Source: an optimization exercise on an open RTL-to-GDS flow (aim: a short achievable clock period and few clock cycles). Production flows keep margins and buffers that such runs may drop. Function was checked by simulation only, so behaviour that the tests miss may differ from the original. No activity file was given, so power comes from the tool's default toggle rates.

`config.mk`:
```
export PLATFORM = sky130hd
export DESIGN_NAME = l2_top
export DESIGN_NICKNAME = l2_top
export VERILOG_FILES = /design/flow/design.v
export SDC_FILE = /design/flow/constraint.sdc
export NUM_CORES = 4
export LEC_CHECK = 0
export CAP_MARGIN = 20
export CORE_MARGIN = 2
export CORE_UTILIZATION = 40
export SLEW_MARGIN = 20
```
`constraint.sdc`:
```
create_clock -name core_clock -period 5.0 [get_ports {clk}]
set_input_delay 1.0000 -clock core_clock [delete_from_list [all_inputs] [get_ports {clk}]]
set_output_delay 1.0000 -clock core_clock [all_outputs]
set_load 0.01 [all_outputs]
```
`design.v`:
```
package cache_pkg;
  localparam int DATA_W    = 32;
  localparam int ADDR_W    = 12;
  localparam int INDEX_W   = 4;
  localparam int SETS      = 16;
  localparam int TAG_W     = 8;
  localparam int NUM_PORTS = 2;
  localparam int PORT_W    = 1;
  typedef enum logic [2:0] {
    IDLE,
    CHECK,
    WRITEBACK,
    FETCH,
    FETCH_WAIT
  } ctrl_state_t;
  typedef enum logic {
    OP_READ,
    OP_WRITE
  } mem_op_t;
  typedef struct packed {
    mem_op_t             op;
    logic [ADDR_W-1:0]   addr;
    logic [DATA_W-1:0]   wdata;
  } cache_req_t;
  typedef struct packed {
    logic [DATA_W-1:0]   rdata;
    logic [PORT_W-1:0]   port;
  } cache_resp_t;
  typedef struct packed {
    logic                read;
    logic                write;
    logic [ADDR_W-1:0]   addr;
    logic [DATA_W-1:0]   wdata;
  } mem_req_t;
  typedef struct packed {
    logic                resp;
    logic [DATA_W-1:0]   rdata;
  } mem_resp_t;
endpackage
module l2_arbiter (
  input  logic                                clk,
  input  logic                                rst,
  input  logic [cache_pkg::NUM_PORTS-1:0]     req_valid,
  input  cache_pkg::cache_req_t               req0,
  input  cache_pkg::cache_req_t               req1,
  input  logic                                idle,
  input  logic                                respond,
  output logic                                grant,
  output cache_pkg::cache_req_t               grant_req,
  output logic [cache_pkg::PORT_W-1:0]        grant_port,
  output logic [cache_pkg::NUM_PORTS-1:0]     resp_valid
);
  logic [cache_pkg::NUM_PORTS-1:0] pending;
  cache_pkg::cache_req_t pend_req0;
  cache_pkg::cache_req_t pend_req1;
  logic [cache_pkg::PORT_W-1:0]    last_port;
  logic                 grant_q;
  logic [cache_pkg::PORT_W-1:0]    sel;
  always_comb begin
    if (pending[0] && pending[1]) begin
      sel = ~last_port;
    end
    else if (pending[1]) begin
      sel = cache_pkg::PORT_W'(1);
    end
    else begin
      sel = cache_pkg::PORT_W'(0);
    end
  end
  assign grant      = idle && !grant_q && (|pending);
  assign grant_req  = sel ? pend_req1 : pend_req0;
  assign grant_port = sel;
  always_ff @(posedge clk) begin
    if (rst) begin
      pending <= '0;
    end
    else begin
      for (int p = 0; p < cache_pkg::NUM_PORTS; p++) begin
        if (grant && (sel == cache_pkg::PORT_W'(p))) begin
          pending[p] <= 1'b0;
        end
        if (req_valid[p]) begin
          pending[p] <= 1'b1;
        end
      end
    end
  end
  always_ff @(posedge clk) begin
    if (req_valid[0]) begin
      pend_req0 <= req0;
    end
    if (req_valid[1]) begin
      pend_req1 <= req1;
    end
  end
  always_ff @(posedge clk) begin
    if (rst) begin
      grant_q    <= 1'b0;
      last_port  <= '1;
      resp_valid <= '0;
    end
    else begin
      grant_q <= grant;
      if (grant) begin
        last_port <= sel;
      end
      for (int p = 0; p < cache_pkg::NUM_PORTS; p++) begin
        resp_valid[p] <= respond && (last_port == cache_pkg::PORT_W'(p));
      end
    end
  end
endmodule
module l2_control (
  input  logic clk,
  input  logic rst,
  input  logic grant,
  output logic idle,
  output logic respond,
  input  logic hit,
  input  logic victim_dirty,
  input  logic is_write,
  output logic lookup,
  output logic write_from_cpu,
  output logic write_from_mem,
  input  logic mem_resp_flag,
  output logic mem_read,
  output logic mem_write
);
  cache_pkg::ctrl_state_t curr_state;
  cache_pkg::ctrl_state_t next_state;
  assign idle = (curr_state == cache_pkg::IDLE);
  always_comb begin
    next_state     = curr_state;
    lookup         = 1'b0;
    write_from_cpu = 1'b0;
    write_from_mem = 1'b0;
    respond        = 1'b0;
    mem_read       = 1'b0;
    mem_write      = 1'b0;
    unique case (curr_state)
      cache_pkg::IDLE: begin
        if (grant) begin
          lookup     = 1'b1;
          next_state = cache_pkg::CHECK;
        end
      end
      cache_pkg::CHECK: begin
        if (hit) begin
          respond        = 1'b1;
          write_from_cpu = is_write;
          next_state     = cache_pkg::IDLE;
        end
        else if (victim_dirty) begin
          next_state = cache_pkg::WRITEBACK;
        end
        else begin
          next_state = cache_pkg::FETCH;
        end
      end
      cache_pkg::WRITEBACK: begin
        mem_write = 1'b1;
        if (mem_resp_flag) begin
          next_state = cache_pkg::FETCH;
        end
      end
      cache_pkg::FETCH: begin
        mem_read = 1'b1;
        if (mem_resp_flag) begin
          write_from_mem = 1'b1;
          next_state     = cache_pkg::FETCH_WAIT;
        end
      end
      cache_pkg::FETCH_WAIT: begin
        lookup     = 1'b1;
        next_state = cache_pkg::CHECK;
      end
      default: begin
        next_state = cache_pkg::IDLE;
      end
    endcase
  end
  always_ff @(posedge clk) begin
    if (rst) begin
      curr_state <= cache_pkg::IDLE;
    end
    else begin
      curr_state <= next_state;
    end
  end
endmodule
module l2_datapath (
  input  logic                          clk,
  input  logic                          rst,
  input  logic                          grant,
  input  cache_pkg::cache_req_t         grant_req,
  input  logic [cache_pkg::PORT_W-1:0]  grant_port,
  input  logic                          lookup,
  input  logic                          write_from_cpu,
  input  logic                          write_from_mem,
  input  logic                          respond,
  input  cache_pkg::mem_resp_t          mem_resp,
  output logic                          hit,
  output logic                          victim_dirty,
  output logic                          is_write,
  output cache_pkg::mem_req_t           mem_addr_data,
  output cache_pkg::cache_resp_t        resp
);
  logic [cache_pkg::SETS-1:0]                      valid0, valid1;
  logic [cache_pkg::SETS-1:0]                      dirty0, dirty1;
  logic [cache_pkg::TAG_W-1:0]                     tag0 [0:cache_pkg::SETS-1];
  logic [cache_pkg::TAG_W-1:0]                     tag1 [0:cache_pkg::SETS-1];
  logic [cache_pkg::DATA_W-1:0]                    data0 [0:cache_pkg::SETS-1];
  logic [cache_pkg::DATA_W-1:0]                    data1 [0:cache_pkg::SETS-1];
  logic [cache_pkg::SETS-1:0]                      lru;
  logic [1:0]                   snap_valid;
  logic [1:0]                   snap_dirty;
  logic [cache_pkg::TAG_W-1:0]  snap_tag0, snap_tag1;
  logic [cache_pkg::DATA_W-1:0] snap_data0, snap_data1;
  logic                         snap_lru;
  cache_pkg::cache_req_t         req_q;
  logic [cache_pkg::PORT_W-1:0]  port_q;
  logic [cache_pkg::INDEX_W-1:0] index;
  logic [cache_pkg::INDEX_W-1:0] rd_index;
  logic [cache_pkg::TAG_W-1:0]   tag;
  logic [1:0]                    way_hit;
  logic                          hit_way;
  logic                          victim_way;
  logic [cache_pkg::TAG_W-1:0]   victim_tag;
  logic [cache_pkg::DATA_W-1:0]  victim_data;
  assign index    = req_q.addr[cache_pkg::INDEX_W-1:0];
  assign tag      = req_q.addr[cache_pkg::ADDR_W-1:cache_pkg::INDEX_W];
  assign rd_index = grant ? grant_req.addr[cache_pkg::INDEX_W-1:0] : index;
  always_ff @(posedge clk) begin
    if (grant) begin
      req_q  <= grant_req;
      port_q <= grant_port;
    end
  end
  always_ff @(posedge clk) begin
    if (rst) begin
      snap_valid <= 2'b00;
      snap_dirty <= 2'b00;
    end
    else if (lookup) begin
      snap_valid <= {valid1[rd_index], valid0[rd_index]};
      snap_dirty <= {dirty1[rd_index], dirty0[rd_index]};
    end
    else if (mem_resp.resp) begin
      snap_dirty[victim_way] <= 1'b0;
    end
  end
  always_ff @(posedge clk) begin
    if (!rst && lookup) begin
      snap_tag0  <= tag0[rd_index];
      snap_tag1  <= tag1[rd_index];
      snap_data0 <= data0[rd_index];
      snap_data1 <= data1[rd_index];
      snap_lru   <= lru[rd_index];
    end
  end
  assign way_hit[0] = snap_valid[0] && (snap_tag0 == tag);
  assign way_hit[1] = snap_valid[1] && (snap_tag1 == tag);
  assign hit      = |way_hit;
  assign hit_way  = way_hit[1];
  assign is_write = (req_q.op == cache_pkg::OP_WRITE);
  always_comb begin
    if (!snap_valid[0]) begin
      victim_way = 1'b0;
    end
    else if (!snap_valid[1]) begin
      victim_way = 1'b1;
    end
    else begin
      victim_way = snap_lru;
    end
  end
  assign victim_tag   = victim_way ? snap_tag1 : snap_tag0;
  assign victim_data  = victim_way ? snap_data1 : snap_data0;
  assign victim_dirty = snap_valid[victim_way] && snap_dirty[victim_way];
  always_comb begin
    mem_addr_data.read  = 1'b0;
    mem_addr_data.write = 1'b0;
    mem_addr_data.wdata = victim_data;
    if (victim_dirty) begin
      mem_addr_data.addr = {victim_tag, index};
    end
    else begin
      mem_addr_data.addr = req_q.addr;
    end
  end
  always_ff @(posedge clk) begin
    if (rst) begin
      valid0 <= '0;
      valid1 <= '0;
      dirty0 <= '0;
      dirty1 <= '0;
      lru    <= '0;
    end
    else begin
      if (write_from_cpu) begin
        if (hit_way) begin
          dirty1[index] <= 1'b1;
        end
        else begin
          dirty0[index] <= 1'b1;
        end
      end
      if (write_from_mem) begin
        if (victim_way) begin
          valid1[index] <= 1'b1;
          dirty1[index] <= 1'b0;
        end
        else begin
          valid0[index] <= 1'b1;
          dirty0[index] <= 1'b0;
        end
      end
      if (respond) begin
        lru[index] <= ~hit_way;
      end
    end
  end
  always_ff @(posedge clk) begin
    if (!rst && write_from_cpu) begin
      if (hit_way) begin
        data1[index] <= req_q.wdata;
      end
      else begin
        data0[index] <= req_q.wdata;
      end
    end
    if (!rst && write_from_mem) begin
      if (victim_way) begin
        tag1[index]  <= tag;
        data1[index] <= mem_resp.rdata;
      end
      else begin
        tag0[index]  <= tag;
        data0[index] <= mem_resp.rdata;
      end
    end
  end
  always_ff @(posedge clk) begin
    if (respond) begin
      resp.rdata <= is_write ? req_q.wdata : (hit_way ? snap_data1 : snap_data0);
      resp.port  <= port_q;
    end
  end
endmodule
module l2_core (
  input  logic                               clk,
  input  logic                               rst,
  input  logic [cache_pkg::NUM_PORTS-1:0]    req_valid,
  input  cache_pkg::cache_req_t              req0,
  input  cache_pkg::cache_req_t              req1,
  output logic [cache_pkg::NUM_PORTS-1:0]    resp_valid,
  output cache_pkg::cache_resp_t             resp,
  output cache_pkg::mem_req_t                mem_req,
  input  cache_pkg::mem_resp_t               mem_resp
);
  logic              grant;
  cache_pkg::cache_req_t        grant_req;
  logic [cache_pkg::PORT_W-1:0] grant_port;
  logic              idle;
  logic              respond;
  logic              hit;
  logic              victim_dirty;
  logic              is_write;
  logic              lookup;
  logic              write_from_cpu;
  logic              write_from_mem;
  logic              mem_read;
  logic              mem_write;
  cache_pkg::mem_req_t          mem_addr_data;
  assign mem_req.read  = mem_read;
  assign mem_req.write = mem_write;
  assign mem_req.addr  = mem_addr_data.addr;
  assign mem_req.wdata = mem_addr_data.wdata;
  l2_arbiter l2_arbiter_i (
    .clk        (clk),
    .rst        (rst),
    .req_valid  (req_valid),
    .req0       (req0),
    .req1       (req1),
    .idle       (idle),
    .respond    (respond),
    .grant      (grant),
    .grant_req  (grant_req),
    .grant_port (grant_port),
    .resp_valid (resp_valid)
  );
  l2_control l2_control_i (
    .clk            (clk),
    .rst            (rst),
    .grant          (grant),
    .idle           (idle),
    .respond        (respond),
    .hit            (hit),
    .victim_dirty   (victim_dirty),
    .is_write       (is_write),
    .lookup         (lookup),
    .write_from_cpu (write_from_cpu),
    .write_from_mem (write_from_mem),
    .mem_resp_flag  (mem_resp.resp),
    .mem_read       (mem_read),
    .mem_write      (mem_write)
  );
  l2_datapath l2_datapath_i (
    .clk            (clk),
    .rst            (rst),
    .grant          (grant),
    .grant_req      (grant_req),
    .grant_port     (grant_port),
    .lookup         (lookup),
    .write_from_cpu (write_from_cpu),
    .write_from_mem (write_from_mem),
    .respond        (respond),
    .mem_resp       (mem_resp),
    .hit            (hit),
    .victim_dirty   (victim_dirty),
    .is_write       (is_write),
    .mem_addr_data  (mem_addr_data),
    .resp           (resp)
  );
endmodule
module l2_top (
  input  logic        clk,
  input  logic        rst,
  input  logic [1:0]  req_valid,
  input  logic [1:0]  req_write,
  input  logic [23:0] req_addr,
  input  logic [63:0] req_wdata,
  output logic [1:0]  resp_valid,
  output logic [31:0] resp_rdata,
  output logic        resp_port,
  output logic        mem_read,
  output logic        mem_write,
  output logic [11:0] mem_addr,
  output logic [31:0] mem_wdata,
  input  logic        mem_resp,
  input  logic [31:0] mem_rdata
);
  cache_pkg::cache_req_t req0;
  cache_pkg::cache_req_t req1;
  cache_pkg::cache_resp_t resp;
  cache_pkg::mem_req_t    mreq;
  cache_pkg::mem_resp_t   mresp;
  assign req0.op    = req_write[0] ? cache_pkg::OP_WRITE : cache_pkg::OP_READ;
  assign req0.addr  = req_addr[11:0];
  assign req0.wdata = req_wdata[31:0];
  assign req1.op    = req_write[1] ? cache_pkg::OP_WRITE : cache_pkg::OP_READ;
  assign req1.addr  = req_addr[23:12];
  assign req1.wdata = req_wdata[63:32];
  assign mresp.resp  = mem_resp;
  assign mresp.rdata = mem_rdata;
  assign resp_rdata = resp.rdata;
  assign resp_port  = resp.port;
  assign mem_read   = mreq.read;
  assign mem_write  = mreq.write;
  assign mem_addr   = mreq.addr;
  assign mem_wdata  = mreq.wdata;
  l2_core l2_core_i (
    .clk        (clk),
    .rst        (rst),
    .req_valid  (req_valid),
    .req0       (req0),
    .req1       (req1),
    .resp_valid (resp_valid),
    .resp       (resp),
    .mem_req    (mreq),
    .mem_resp   (mresp)
  );
endmodule
```
`run.sh`:
```
#!/bin/bash
# synth_recipe.tcl (not shown) runs the flow's synth.tcl, then flattens the netlist and writes it again
# the make line also repeats each setting of config.mk as NAME=value (left out here)
make -C /OpenROAD-flow-scripts/flow DESIGN_CONFIG=/design/flow/config.mk WORK_HOME=/design/flow/orfs CLKGATE_MAP_FILE= SYNTH_SCRIPT=/design/flow/synth_recipe.tcl finish
```
==> summary.txt <==
Layout
  – # fillers: 12,860
  – Design area: 73,650 µm²
  – Post-layout util: 47.26%
  – NumNets Final: 3,645
  – Area Growth Syn to Fin: 17.54%
  – Share of layout cells above drive strength 1: 23.46%
  – Layout Cells excl Fill: 5,721

CTS
  – Skew-Pair Late Insertion Delay: 0.80 ns
  – Htree depth: 4
  – CTS tree: done
  – Cts hold-fix bufs: 0
  – Post-CTS sizing: 0
  – Clock-pin slew on the worst setup and hold paths: 0.06 ns
  – Post-CTS setup buffer count: 0
  – Max Root-Sink Buffers: 3
  – Num CTS Buffers: 169
  – # clock sinks: 1,623
  – Clock root buffer: clkbuf_16

Timing
  – Setup TNS: 0 ns
  – Slew @ Worst Pin: 1.185 ns
  – Rel. slew slack: 20.73%
  – Final period util: 87.39%
  – Tmin final: 4.370 ns
  – RSZ-0062 raised after global routing: false
  – Slew Limit Fails: 0
  – Final setup fails: 0
  – Final Skew: 0.03081 ns
  – F_max: 228.9 MHz
  – Final hold violation count: 0

Power
  – Logic gate share of total power: 21.4%
  – Total power draw: 37.13 mW
  – Power share of the clock group: 33.9%
  – P_int: 26.61 mW
  – Seq pwr share: 44.7%
  – Switch Pwr: 10.52 mW
  – Worst VDD drop: 0.4021 mV
  – Pleak: 23.64 nW
  – Sw frac: 28.34%
  – Total power divided by cell area: 504.2 nW/µm²

Drt
  – Total number of vias: 32,600
  – Final ANT Viol Nets: 0
  – DR WL/cell: 29.58 µm
  – DR iter-0 viols: 4,155
  – First-pass DRT Iterations: 7
  – Drt drc: 0
  – Final wirelength: 169.2 mm
  – DR vias/cell: 5.699

Global routing
  – GRT Overall Usage: 21.17%
  – Gr busiest metal: met2
  – Global-route wire length before repair: 238.6 mm
  – GR Layer Usage met2: 33.48%
  – Largest net degree at the start of global routing: 86
  – GRT overflow: 0
  – Antenna violations before repair: 11
  – Vias in the first global route: 32,420
  – Met1 Use GR: 29.83%
  – Routing usage on met3: 4.258%

Synth
  – Flops & latches, synth: 1,623
  – EDFF count, synth: 1,530
  – Synth Warn #: 3
  – Post-synthesis cell count: 3,205
  – Yosys top cell by area: edfxtp_1
  – Asr flop ratio synth: 0%
  – Post-Syn Nets: 3,336
  – Ys flop type: edfxtp_1
  – Post-synth cell types: 56
  – Main area contributors after synthesis: edfxtp_1, mux4_2, dfxtp_1
  – Top-area cell type share of the netlist area: 73.32%
  – Post-Synthesis Mean Instance Area: 19.55 µm²
  – Cell Area, Synth: 62,660 µm²
  – Sequential-to-total area share from yosys stat: 76.29%

Floorplanning
  – Die height: 399.8 µm
  – Initial Util: 40.21%
  – I/O pin total: 208
  – Die Area: 159,800 µm²
  – Die W: 399.8 µm
  – Std-Cell Rows: 145
  – Core Footprint: 155,800 µm²

Worst setup path
  – Critical Path Sink Type: output pin
  – CP Class: flop to output pin
  – CP arrival: 3.37 ns
  – CP Launch Type: flop
  – CP Data Required Time: 4.00 ns
  – Crit Path Max Fanout: 40

Min path
  – Hold Path Class: flop to flop

Placement
  – HPWL Detailed: 102.5 mm
  – IO Port Bufs: 207
  – Placer Congestion: 0.8583
  – Cells after DPL: 5,400
  – Area after DPL: 68,030 µm²

Outcome
  – Status: timing/DRC/antenna clean

Run
  – Max-Cap Viols: 0
## flip-flops by register name, indices dropped and copies added (netlist names), 32 cells and up
name,count
l2_core_i.l2_datapath_i.tag1,128
l2_core_i.l2_datapath_i.data1,512
l2_core_i.l2_datapath_i.resp,33
l2_core_i.l2_arbiter_i.pend_req0,45
l2_core_i.l2_datapath_i.tag0,128
l2_core_i.l2_datapath_i.data0,512
l2_core_i.l2_datapath_i.req_q,45
l2_core_i.l2_arbiter_i.pend_req1,45
l2_core_i.l2_datapath_i.snap_data1,32
l2_core_i.l2_datapath_i.snap_data0,32
## placed cells by master, fill, tap and decap left out, types with 15 or more instances in the layout
cell type           n
xnor2_1            18
nand2_1           254
buf_4              84
clkbuf_16         173
o21ai_0            64
mux4_2            324
edfxtp_1         1530
a21oi_1            82
nor2b_1            16
clkdlybuf4s50_1   204
clkinv_1           37
nand3_1            17
a211oi_1           37
buf_12             31
clkbuf_1           25
clkinv_2           26
mux2_2            109
bufinv_16          15
dfxtp_1            93
nor2_1            109
a22oi_1           170
mux2i_1            57
nor2_4             36
## layout make-up
type / instances / area [µm²] / share of cell area, %
diodes: 5 / 12.51 / 0.01699
repair buffers: 320 / 3321 / 4.509
well taps: 2058 / 2575 / 3.496
clock buffers: 209 / 4548 / 6.175
clock inverters: 106 / 1054 / 1.430
flip-flops and latches: 1623 / 47810 / 64.91
multi-input cells: 1390 / 14300 / 19.41
inverters: 10 / 38.79 / 0.05266
## worst max-delay path, stage by stage (launching register included)
cell and delay, ns:
dfxtp_1 0.48, inv_1 0.15, o21ai_4 0.55, buf_12 0.32
mux2_2 0.48, clkdlybuf4s50_1 0.53
## stage by stage
step                      setup slack (ns)  hold slack (ns)
after detailed placement             1.096           0.4115
after global routing                0.5744           0.4394
final                               0.6303           0.4225
after CTS                           0.6205           0.4258
after floorplan                     0.8537           0.4003
after global placement               1.184           0.4074
## cell usage after synthesis, types with 17 or more instances
| cell type | number |
|---|---|
| o21ai_0 | 64 |
| clkbuf_1 | 90 |
| a21oi_1 | 84 |
| a211oi_1 | 37 |
| buf_1 | 31 |
| buf_2 | 39 |
| nor2_1 | 146 |
| edfxtp_1 | 1530 |
| xnor2_1 | 18 |
| mux2i_1 | 57 |
| a22oi_1 | 170 |
| nand3_1 | 17 |
| dfxtp_1 | 93 |
| mux2_2 | 109 |
| mux4_2 | 324 |
| nand2_1 | 255 |
## power groups by stage
| stage | sequential [mW] | clock [mW] | combinational (mW) |
|---|---|---|---|
| final | 16.6 | 12.6 | 7.94 |
| after global routing | 16.6 | 13.3 | 8.48 |
| after CTS | 16.6 | 12.8 | 8.03 |
| after detailed placement | 16.9 | 0 | 7.98 |
| after global placement | 16.9 | 0 | 7.94 |
| after floorplan | 16.5 | 0 | 5.20 |
## final timing paths
kind | cells after the start | slack, ns | end | startpoint
worst max-delay path | 5 | 0.63 | mem_wdata[7] | l2_core_i.l2_datapath_i.snap_valid[1]
worst min-delay path | 0 | 0.42 | l2_core_i.l2_datapath_i.resp[0] | l2_core_i.l2_datapath_i.port_q
worst max register to register | 8 | 1.40 | l2_core_i.l2_datapath_i.snap_data1[15] | l2_core_i.l2_control_i.curr_state[1]
worst min register to register | 0 | 0.42 | l2_core_i.l2_datapath_i.resp[0] | l2_core_i.l2_datapath_i.port_q
## metal layers
layer  wire length [µm]  vias to the layer above
met3              14970                      247
met1              69960                    17150
met5                 39                        -
met2              79670                     1515
li1                   -                    13680
met4               4580                        6
## kinds of logic (layout without fill, tap and decap cells)
group | count (synthesis) | after routing | share of synthesized area [%]
buf+inv | 192 | 645 | 1.444
compound gates | 391 | 391 | 4.141
fa+ha+maj | 4 | 4 | 0.07987
mux | 494 | 494 | 14.59
simple gates | 481 | 481 | 3.177
other cells | 0 | 5 | 0
xor+xnor | 20 | 20 | 0.2796
flops | 1623 | 1623 | 76.29
Testbench counts, summed over its fixed seeds: cycles 81,905.

## port drivers added, routing unchanged
Ports are ideal in the flow. The routed layout listed here was re-timed in OpenROAD. Step 1: set_driving_cell puts a clkbuf_16 on clk and a buf_2 on each other input, an assumption about the parent block. Step 2 moves the port delays by t, midway between the first and last clock arrival at a register: inputs arrive t later, outputs are due t later. That takes back most of the time a late clock gives input paths. Three values: ideal ports, drivers, drivers and shift; two values: the first two.
shift t [ns]: 0.862
setup slack, ns: 0.630 / 0.551 / 1.001
worst hold slack (ns): 0.422 / 0.422 / 0.422
worst setup path after step 2: input to register
slew at the worst register clock pin (ns): 0.07 / 0.07
After both steps this run still meets setup and hold. For this run, drivers alone change the setup slack by -0.079 ns; drivers and shift together by +0.371 ns.
